From an optimization exercise on the open Yosys and OpenROAD flow, aimed at small area, a short achievable clock period and few clock cycles; shortcuts taken in it are not production practice.
Function was checked by simulation only, so behaviour that the tests miss may differ from the original.
The flow treats the clock pin as an ideal source. Dropping or thinning the clock tree relies on that and would not hold on a real chip.

==> 04-11 <==
// fpa_adder
module fpa_adder (
	input  logic           i_clk,
	input  logic           i_arst_n,
	input  logic           i_valid,
	input  logic [31:0]    i_a,
	input  logic [31:0]    i_b,
	output logic           o_valid,
	output logic [31:0]    o_result
);
	logic [31:0]     op_a;
	logic [31:0]     op_b;
	logic [2:0]      e_cmp;
	logic [2:0]      op_e_cmp;     
	fpa_pkg::st_a_t  st_a_d;
	fpa_pkg::st_a_t  st_a_q;
	fpa_pkg::st_b_t  st_b_d;
	fpa_pkg::st_b_t  st_b_q;
	fpa_pkg::st_c_t  st_c_d;
	fpa_pkg::st_c_t  st_c_q;
	logic [31:0]     res_d;
	logic [fpa_pkg::LAT-1:0] vld;
	assign e_cmp = {i_a[30:27] > i_b[30:27], i_a[30:27] == i_b[30:27], i_a[26:23] >= i_b[26:23]};
	fpa_classify  u_classify  (.i_a(op_a), .i_b(op_b), .i_e_cmp(op_e_cmp), .o_st(st_a_d));
	fpa_align_add u_align_add (.i_st(st_a_q), .o_st(st_b_d));
	fpa_normalize u_normalize (.i_st(st_b_q), .o_st(st_c_d));
	fpa_special   u_special   (.i_st(st_c_q), .o_result(res_d));
	generate
		if (fpa_pkg::CUT_IN) begin : g_cut_in
			always_ff @(posedge i_clk) begin
				op_a     <= i_a;
				op_b     <= i_b;
				op_e_cmp <= e_cmp;
			end
		end else begin : g_pass_in
			assign op_a     = i_a;
			assign op_b     = i_b;
			assign op_e_cmp = e_cmp;
		end
		if (fpa_pkg::CUT_A) begin : g_cut_a
			always_ff @(posedge i_clk) st_a_q <= st_a_d;
		end else begin : g_pass_a
			assign st_a_q = st_a_d;
		end
		if (fpa_pkg::CUT_B) begin : g_cut_b
			always_ff @(posedge i_clk) st_b_q <= st_b_d;
		end else begin : g_pass_b
			assign st_b_q = st_b_d;
		end
		if (fpa_pkg::CUT_C) begin : g_cut_c
			always_ff @(posedge i_clk) st_c_q <= st_c_d;
		end else begin : g_pass_c
			assign st_c_q = st_c_d;
		end
		if (fpa_pkg::CUT_OUT) begin : g_cut_out
			always_ff @(posedge i_clk) o_result <= res_d;
		end else begin : g_pass_out
			assign o_result = res_d;
		end
	endgenerate
  ...
==> module fpa_classify, before the edit <==
module fpa_classify (
	input  logic [31:0]     i_a,
	input  logic [31:0]     i_b,
	input  logic [2:0]      i_e_cmp,    
	output fpa_pkg::st_a_t  o_st
);
	logic [7:0]  ea;
	logic [7:0]  eb;
	logic        a_zero;
	logic        b_zero;
	logic        a_ones;
	logic        b_ones;
	logic        a_nan;
	logic        b_nan;
	logic        a_inf;
	logic        b_inf;
	logic        nan_res;
	logic        a_ge_b;      
	logic        fa_ge;       
	logic        e_eq;        
	logic        ea_ge;       
	logic        eff_sub;
	logic [7:0]  e_big;
	logic [7:0]  e_sml;
	logic [7:0]  e_dist;
	logic [4:0]  shamt;       
	logic        sml_live;    
	logic [22:0] sml_frac;
	logic [22:0] big_frac;
	logic [26:0] sml_al;
	logic        neg_sml;
	logic [23:0] sml_m;
	logic [26:0] shifted;
	logic        sticky;
	assign ea = i_a[30:23];
	assign eb = i_b[30:23];
	assign a_zero = ~|ea;
	assign b_zero = ~|eb;
	assign a_ones = &ea;
	assign b_ones = &eb;
	assign a_nan  = a_ones & |i_a[22:0];
	assign b_nan  = b_ones & |i_b[22:0];
	assign a_inf  = a_ones & ~|i_a[22:0];
	assign b_inf  = b_ones & ~|i_b[22:0];
	assign nan_res = a_nan | b_nan | (a_inf & b_inf & (i_a[31] ^ i_b[31]));
	assign o_st.nan = nan_res;
	fpa_cmp_ge #(.W(31)) u_cmp (.i_a({8'h00, i_a[22:0]}), .i_b({8'h00, i_b[22:0]}), .o_ge(fa_ge));
	assign e_eq   = ea == eb;
	assign a_ge_b = ea_ge & (~e_eq | fa_ge);
	always_comb begin
		if (nan_res)
			o_st.sign = 1'b0;
		else if (a_zero & b_zero)
			o_st.sign = i_a[31] & i_b[31];
		else
			o_st.sign = a_ge_b ? i_a[31] : i_b[31];
	end
	assign eff_sub   = i_a[31] ^ i_b[31];
	assign e_big  = ea_ge ? ea : eb;
	assign e_sml  = ea_ge ? eb : ea;
	assign ea_ge  = i_e_cmp[2] | (i_e_cmp[1] & i_e_cmp[0]);
	assign e_dist = e_big - e_sml;
	assign sml_live = ~(a_zero | b_zero);
	assign shamt    = (a_zero | b_zero | (e_dist > 8'd27)) ? 5'd27 : e_dist[4:0];
	assign o_st.exp      = e_big;
	assign big_frac      = a_ge_b ? i_a[22:0] : i_b[22:0];
	assign sml_frac      = a_ge_b ? i_b[22:0] : i_a[22:0];
	assign neg_sml = eff_sub;
	assign o_st.neg_sml = neg_sml;
	assign sml_m   = {1'b1, sml_frac};
	assign shifted = {sml_m, 3'b000} >> shamt;
	always_comb begin
		sticky = 1'b0;
		for (int i = 0; i < 24; i++) begin
			if (shamt > 5'(i + 3)) sticky = sticky | sml_m[i];
		end
	end
	assign sml_al = {shifted[26:1], (shifted[0] | sticky) & sml_live};
	assign o_st.big_frac = big_frac;
	assign o_st.sml_x = sml_al ^ {27{neg_sml}};
endmodule
==> module fpa_align_add, before the edit <==
module fpa_align_add (
	input  fpa_pkg::st_a_t  i_st,
	output fpa_pkg::st_b_t  o_st
);
	logic [27:0] big_ext;
	logic [27:0] sml_ext;
	logic [27:0] sum;
	assign big_ext = {2'b01, i_st.big_frac, 3'b000};
	assign sml_ext = {i_st.neg_sml, i_st.sml_x};
	fpa_add #(.N(28)) u_add (
		.i_a   (big_ext),
		.i_b   (sml_ext),
		.i_cin (i_st.neg_sml),
		.o_sum (sum)
	);
	assign o_st.sum  = sum;
	assign o_st.nan  = i_st.nan;
	assign o_st.sign = i_st.sign;
	assign o_st.exp  = i_st.exp;
endmodule
==> module fpa_adder, before the edit <==
module fpa_adder (
	input  logic           i_clk,
	input  logic           i_arst_n,
	input  logic           i_valid,
	input  logic [31:0]    i_a,
	input  logic [31:0]    i_b,
	output logic           o_valid,
	output logic [31:0]    o_result
);
	logic [31:0]     op_a;
	logic [31:0]     op_b;
	logic [2:0]      e_cmp;
	logic [2:0]      op_e_cmp;     
	fpa_pkg::st_a_t  st_a_d;
	fpa_pkg::st_a_t  st_a_q;
	fpa_pkg::st_b_t  st_b_d;
	fpa_pkg::st_b_t  st_b_q;
	fpa_pkg::st_c_t  st_c_d;
	fpa_pkg::st_c_t  st_c_q;
	logic [31:0]     res_d;
	logic [fpa_pkg::LAT-1:0] vld;
	assign e_cmp = {i_a[30:27] > i_b[30:27], i_a[30:27] == i_b[30:27], i_a[26:23] >= i_b[26:23]};
	fpa_classify  u_classify  (.i_a(op_a), .i_b(op_b), .i_e_cmp(op_e_cmp), .o_st(st_a_d));
	fpa_align_add u_align_add (.i_st(st_a_q), .o_st(st_b_d));
	fpa_normalize u_normalize (.i_st(st_b_q), .o_st(st_c_d));
	fpa_special   u_special   (.i_st(st_c_q), .o_result(res_d));
	generate
		if (fpa_pkg::CUT_IN) begin : g_cut_in
			always_ff @(posedge i_clk) begin
				op_a     <= i_a;
				op_b     <= i_b;
				op_e_cmp <= e_cmp;
			end
		end else begin : g_pass_in
			assign op_a     = i_a;
			assign op_b     = i_b;
			assign op_e_cmp = e_cmp;
		end
		if (fpa_pkg::CUT_A) begin : g_cut_a
			always_ff @(posedge i_clk) st_a_q <= st_a_d;
		end else begin : g_pass_a
			assign st_a_q = st_a_d;
		end
		if (fpa_pkg::CUT_B) begin : g_cut_b
			always_ff @(posedge i_clk) st_b_q <= st_b_d;
		end else begin : g_pass_b
			assign st_b_q = st_b_d;
		end
		if (fpa_pkg::CUT_C) begin : g_cut_c
			always_ff @(posedge i_clk) st_c_q <= st_c_d;
		end else begin : g_pass_c
			assign st_c_q = st_c_d;
		end
		if (fpa_pkg::CUT_OUT) begin : g_cut_out
			always_ff @(posedge i_clk) o_result <= res_d;
		end else begin : g_pass_out
			assign o_result = res_d;
		end
	endgenerate
	always_ff @(posedge i_clk or negedge i_arst_n) begin
		if (!i_arst_n)
			vld <= '0;
		else
			vld <= fpa_pkg::LAT'({vld, i_valid});
	end
	assign o_valid = vld[fpa_pkg::LAT-1];
endmodule
Settings: LEC_CHECK=0, ABC_AREA=1, CAP_MARGIN=20, CORE_MARGIN=2, CORE_UTILIZATION=60, CTS_CLUSTER_DIAMETER=100, CTS_CLUSTER_SIZE=30, SLEW_MARGIN=60; clock period 17.0 ns.
standard.sh (not shown) runs the stock make flow with config.mk's settings and CLKGATE_MAP_FILE= SYNTH_SCRIPT=/design/flow/synth_recipe.tcl, a recipe that flattens the netlist after the stock synthesis.
==> flow/flow/run.sh <==
#!/bin/bash
# The standard layout, with plain buffers (not delay cells) on the ports
# and a clock tree one buffer level shallower (flow/post_cts.tcl).
# make's output goes to make.log; each ORFS step also logs under orfs/logs/.
set -euo pipefail
bash standard.sh 'BUFFER_PORTS_ARGS=-buffer_cell sky130_fd_sc_hd__buf_2' "POST_CTS_TCL=$PWD/flow/post_cts.tcl" finish > make.log 2>&1
==> flow/flow/post_cts.tcl <==
# Clock tree with one buffer level less: the leaf buffers hang straight off
# the root buffer. The middle buffers go, their loads move to the root's net,
# and the balancing dummy loads, which drive nothing, go as well.
set block [ord::get_db_block]
set mids {}
set dummies {}
foreach inst [$block getInsts] {
  set name [$inst getName]
  if {[string match "clkbuf_1_*" $name]} { lappend mids $inst }
  if {[string match "clkload*" $name]} { lappend dummies $inst }
}
foreach inst $dummies {
  puts "post_cts: removing dummy load [$inst getName]"
  odb::dbInst_destroy $inst
}
foreach inst $mids {
  set in_net [[$inst findITerm A] getNet]
  set out_net [[$inst findITerm X] getNet]
  puts "post_cts: removing [$inst getName], loads of [$out_net getName] move to [$in_net getName]"
  set loads {}
  foreach it [$out_net getITerms] {
    if {[$it getInst] ne $inst} { lappend loads $it }
  }
  odb::dbInst_destroy $inst
  foreach it $loads {
    $it disconnect
    $it connect $in_net
  }
  odb::dbNet_destroy $out_net
}
==> 08-21: changes against 04-11 <==
--- a/flow/design.v
+++ b/flow/design.v
@@ -9,7 +9,8 @@
 		logic        sign;
 		logic        nan;         
+		logic        neg_big;     
 		logic        neg_sml;     
 		logic [7:0]  exp;         
-		logic [22:0] big_frac;    
+		logic [22:0] big_x;       
 		logic [26:0] sml_x;       
 	} st_a_t;
@@ -34,5 +35,6 @@
 	input  logic [31:0]     i_a,
 	input  logic [31:0]     i_b,
-	input  logic [2:0]      i_e_cmp,    
+	input  logic            i_ea_ge,    
+	input  logic            i_ea_lt,    
 	output fpa_pkg::st_a_t  o_st
 );
@@ -52,7 +54,8 @@
 	logic        e_eq;        
 	logic        ea_ge;       
+	logic        ea_lt;       
 	logic        eff_sub;
-	logic [7:0]  e_big;
-	logic [7:0]  e_sml;
+	logic [8:0]  d_ab;
+	logic [8:0]  d_ba;
 	logic [7:0]  e_dist;
 	logic [4:0]  shamt;       
@@ -61,4 +64,5 @@
 	logic [22:0] big_frac;
 	logic [26:0] sml_al;
+	logic        neg_big;
 	logic        neg_sml;
 	logic [23:0] sml_m;
@@ -89,14 +93,17 @@
 	end
 	assign eff_sub   = i_a[31] ^ i_b[31];
-	assign e_big  = ea_ge ? ea : eb;
-	assign e_sml  = ea_ge ? eb : ea;
-	assign ea_ge  = i_e_cmp[2] | (i_e_cmp[1] & i_e_cmp[0]);
-	assign e_dist = e_big - e_sml;
+	assign d_ab   = {1'b0, ea} - {1'b0, eb};
+	assign d_ba   = {1'b0, eb} - {1'b0, ea};
+	assign ea_ge  = i_ea_ge;
+	assign ea_lt  = i_ea_lt;
+	assign e_dist = ea_lt ? d_ba[7:0] : d_ab[7:0];
 	assign sml_live = ~(a_zero | b_zero);
 	assign shamt    = (a_zero | b_zero | (e_dist > 8'd27)) ? 5'd27 : e_dist[4:0];
-	assign o_st.exp      = e_big;
-	assign big_frac      = a_ge_b ? i_a[22:0] : i_b[22:0];
-	assign sml_frac      = a_ge_b ? i_b[22:0] : i_a[22:0];
-	assign neg_sml = eff_sub;
+	assign o_st.exp      = ea_ge ? ea : eb;
+	assign big_frac      = ea_ge ? i_a[22:0] : i_b[22:0];
+	assign sml_frac      = ea_lt ? i_a[22:0] : i_b[22:0];
+	assign neg_big = eff_sub & ~ea_lt & ~a_ge_b;
+	assign neg_sml = eff_sub & (ea_lt | a_ge_b);
+	assign o_st.neg_big = neg_big;
 	assign o_st.neg_sml = neg_sml;
 	assign sml_m   = {1'b1, sml_frac};
@@ -109,5 +116,5 @@
 	end
 	assign sml_al = {shifted[26:1], (shifted[0] | sticky) & sml_live};
-	assign o_st.big_frac = big_frac;
+	assign o_st.big_x = big_frac ^ {23{neg_big}};
 	assign o_st.sml_x = sml_al ^ {27{neg_sml}};
 endmodule
@@ -148,10 +155,10 @@
 	logic [27:0] sml_ext;
 	logic [27:0] sum;
-	assign big_ext = {2'b01, i_st.big_frac, 3'b000};
+	assign big_ext = {i_st.neg_big, ~i_st.neg_big, i_st.big_x, {3{i_st.neg_big}}};
 	assign sml_ext = {i_st.neg_sml, i_st.sml_x};
 	fpa_add #(.N(28)) u_add (
 		.i_a   (big_ext),
 		.i_b   (sml_ext),
-		.i_cin (i_st.neg_sml),
+		.i_cin (i_st.neg_big | i_st.neg_sml),
 		.o_sum (sum)
 	);
@@ -305,6 +312,7 @@
 	logic [31:0]     op_a;
 	logic [31:0]     op_b;
-	logic [2:0]      e_cmp;
-	logic [2:0]      op_e_cmp;     
+	logic            ea_ge;
+	logic            op_ea_ge;     
+	logic            op_ea_lt;     
 	fpa_pkg::st_a_t  st_a_d;
 	fpa_pkg::st_a_t  st_a_q;
@@ -315,6 +323,6 @@
 	logic [31:0]     res_d;
 	logic [fpa_pkg::LAT-1:0] vld;
-	assign e_cmp = {i_a[30:27] > i_b[30:27], i_a[30:27] == i_b[30:27], i_a[26:23] >= i_b[26:23]};
-	fpa_classify  u_classify  (.i_a(op_a), .i_b(op_b), .i_e_cmp(op_e_cmp), .o_st(st_a_d));
+	fpa_cmp_ge #(.W(15)) u_exp_cmp (.i_a({7'h0, i_a[30:23]}), .i_b({7'h0, i_b[30:23]}), .o_ge(ea_ge));
+	fpa_classify  u_classify  (.i_a(op_a), .i_b(op_b), .i_ea_ge(op_ea_ge), .i_ea_lt(op_ea_lt), .o_st(st_a_d));
 	fpa_align_add u_align_add (.i_st(st_a_q), .o_st(st_b_d));
 	fpa_normalize u_normalize (.i_st(st_b_q), .o_st(st_c_d));
@@ -325,10 +333,12 @@
 				op_a     <= i_a;
 				op_b     <= i_b;
-				op_e_cmp <= e_cmp;
+				op_ea_ge <= ea_ge;
+				op_ea_lt <= ~ea_ge;
 			end
 		end else begin : g_pass_in
 			assign op_a     = i_a;
 			assign op_b     = i_b;
-			assign op_e_cmp = e_cmp;
+			assign op_ea_ge = ea_ge;
+			assign op_ea_lt = ~ea_ge;
 		end
 		if (fpa_pkg::CUT_A) begin : g_cut_a
==> flow/flow/run.sh (replaced) <==
#!/bin/bash
# The standard layout, with plain buffers (not delay cells) on the ports.
# make's output goes to make.log; each ORFS step also logs under orfs/logs/.
set -euo pipefail
bash standard.sh 'BUFFER_PORTS_ARGS=-buffer_cell sky130_fd_sc_hd__buf_2' finish > make.log 2>&1
Settings changed: CORE_UTILIZATION 60 to 40.
removed: flow/flow/post_cts.tcl
==> results.py <==
metrics = {
    "sta": {
        "period_share_pct": 25.9,
    },
    "floorplanning": {
        "initial_core_util_pct": 40.7,
    },
    "synthesis": {
        "syn-cell-area_sq_mm": 0.0137,
        "yosysSeqAreaShare_pct": 35.7,
    },
    "cells_and_area": {
        "sh_seq_area_pct": 32.5,
        "top_regs": "st_a_q x62, st_c_q x40, st_b_q x38",
        "nonClkBufAreaFrac_pct": 3.72,
    },
    "power_and_ir_drop": {
        "vdd_drop_max_v": 0.000104,
    },
    "placed_design": {
        "dpl_cell_area_sq_mm": 0.0145,
    },
    "status": {
        "status": "finished clean",
    },
}
The numbers above come from 08-21.

==> results.py <==
metrics = {
    "synthesis": {
        "yosysSeqAreaShare_pct": 36.8,
    },
    "sta": {
        "period_share_pct": 25.4,
    },
    "power_and_ir_drop": {
        "p_sw_w": 0.000779,
        "vdd_drop_max_v": 0.000119,
    },
    "placed_design": {
        "dpl_cell_area_sq_mm": 0.0139,
        "hpwl_um": 25600,
    },
    "cells_and_area": {
        "top_regs": "st_a_q x61, st_c_q x40, st_b_q x38",
    },
    "status": {
        "status": "finished clean",
    },
    "worst_setup_path": {
        "timing_worst_setup_path_type": "reg -> out",
    },
    "floorplanning": {
        "die_w_um": 153,
        "die_h_um": 153,
        "initial_core_util_pct": 61.1,
    },
}
The numbers above come from 04-11.

Testbench counts of 04-11, summed over its fixed seeds: cycles 12,032.
Testbench counts of 08-21, summed over its fixed seeds: cycles 12,032.

==> afterwards: timing with drivers on the ports <==
Ports are ideal in the flow. The routed layouts listed here were re-timed in OpenROAD. Step 1: set_driving_cell puts a clkbuf_16 on i_clk and a buf_2 on each other input, an assumption about the parent block. Step 2 times the ports against the registers' clock, not the clock port: input delays grow and output delays shrink by t, the midpoint of the rising clock arrivals with the driver on. Slacks: ideal / step 1 / step 2; pairs: ideal / step 1.
run | shift t [ns] | slack for setup (ns) | hold slack, ns | latest minus earliest clock arrival (ns) | worst data-port slew with drivers (ns)
04-11 | 0.452 | 12.688 / 12.639 / 12.713 | 0.338 / 0.338 / 0.338 | 0.031 / 0.030 | 0.03
08-21 | 0.540 | 12.597 / 12.545 / 12.160 | 0.330 / 0.330 / 0.330 | 0.032 / 0.032 | 0.03
After both steps setup and hold are still met in every run listed. For 08-21, which loses most, drivers alone change the setup slack by -0.052 ns; drivers and shift together by -0.437 ns.
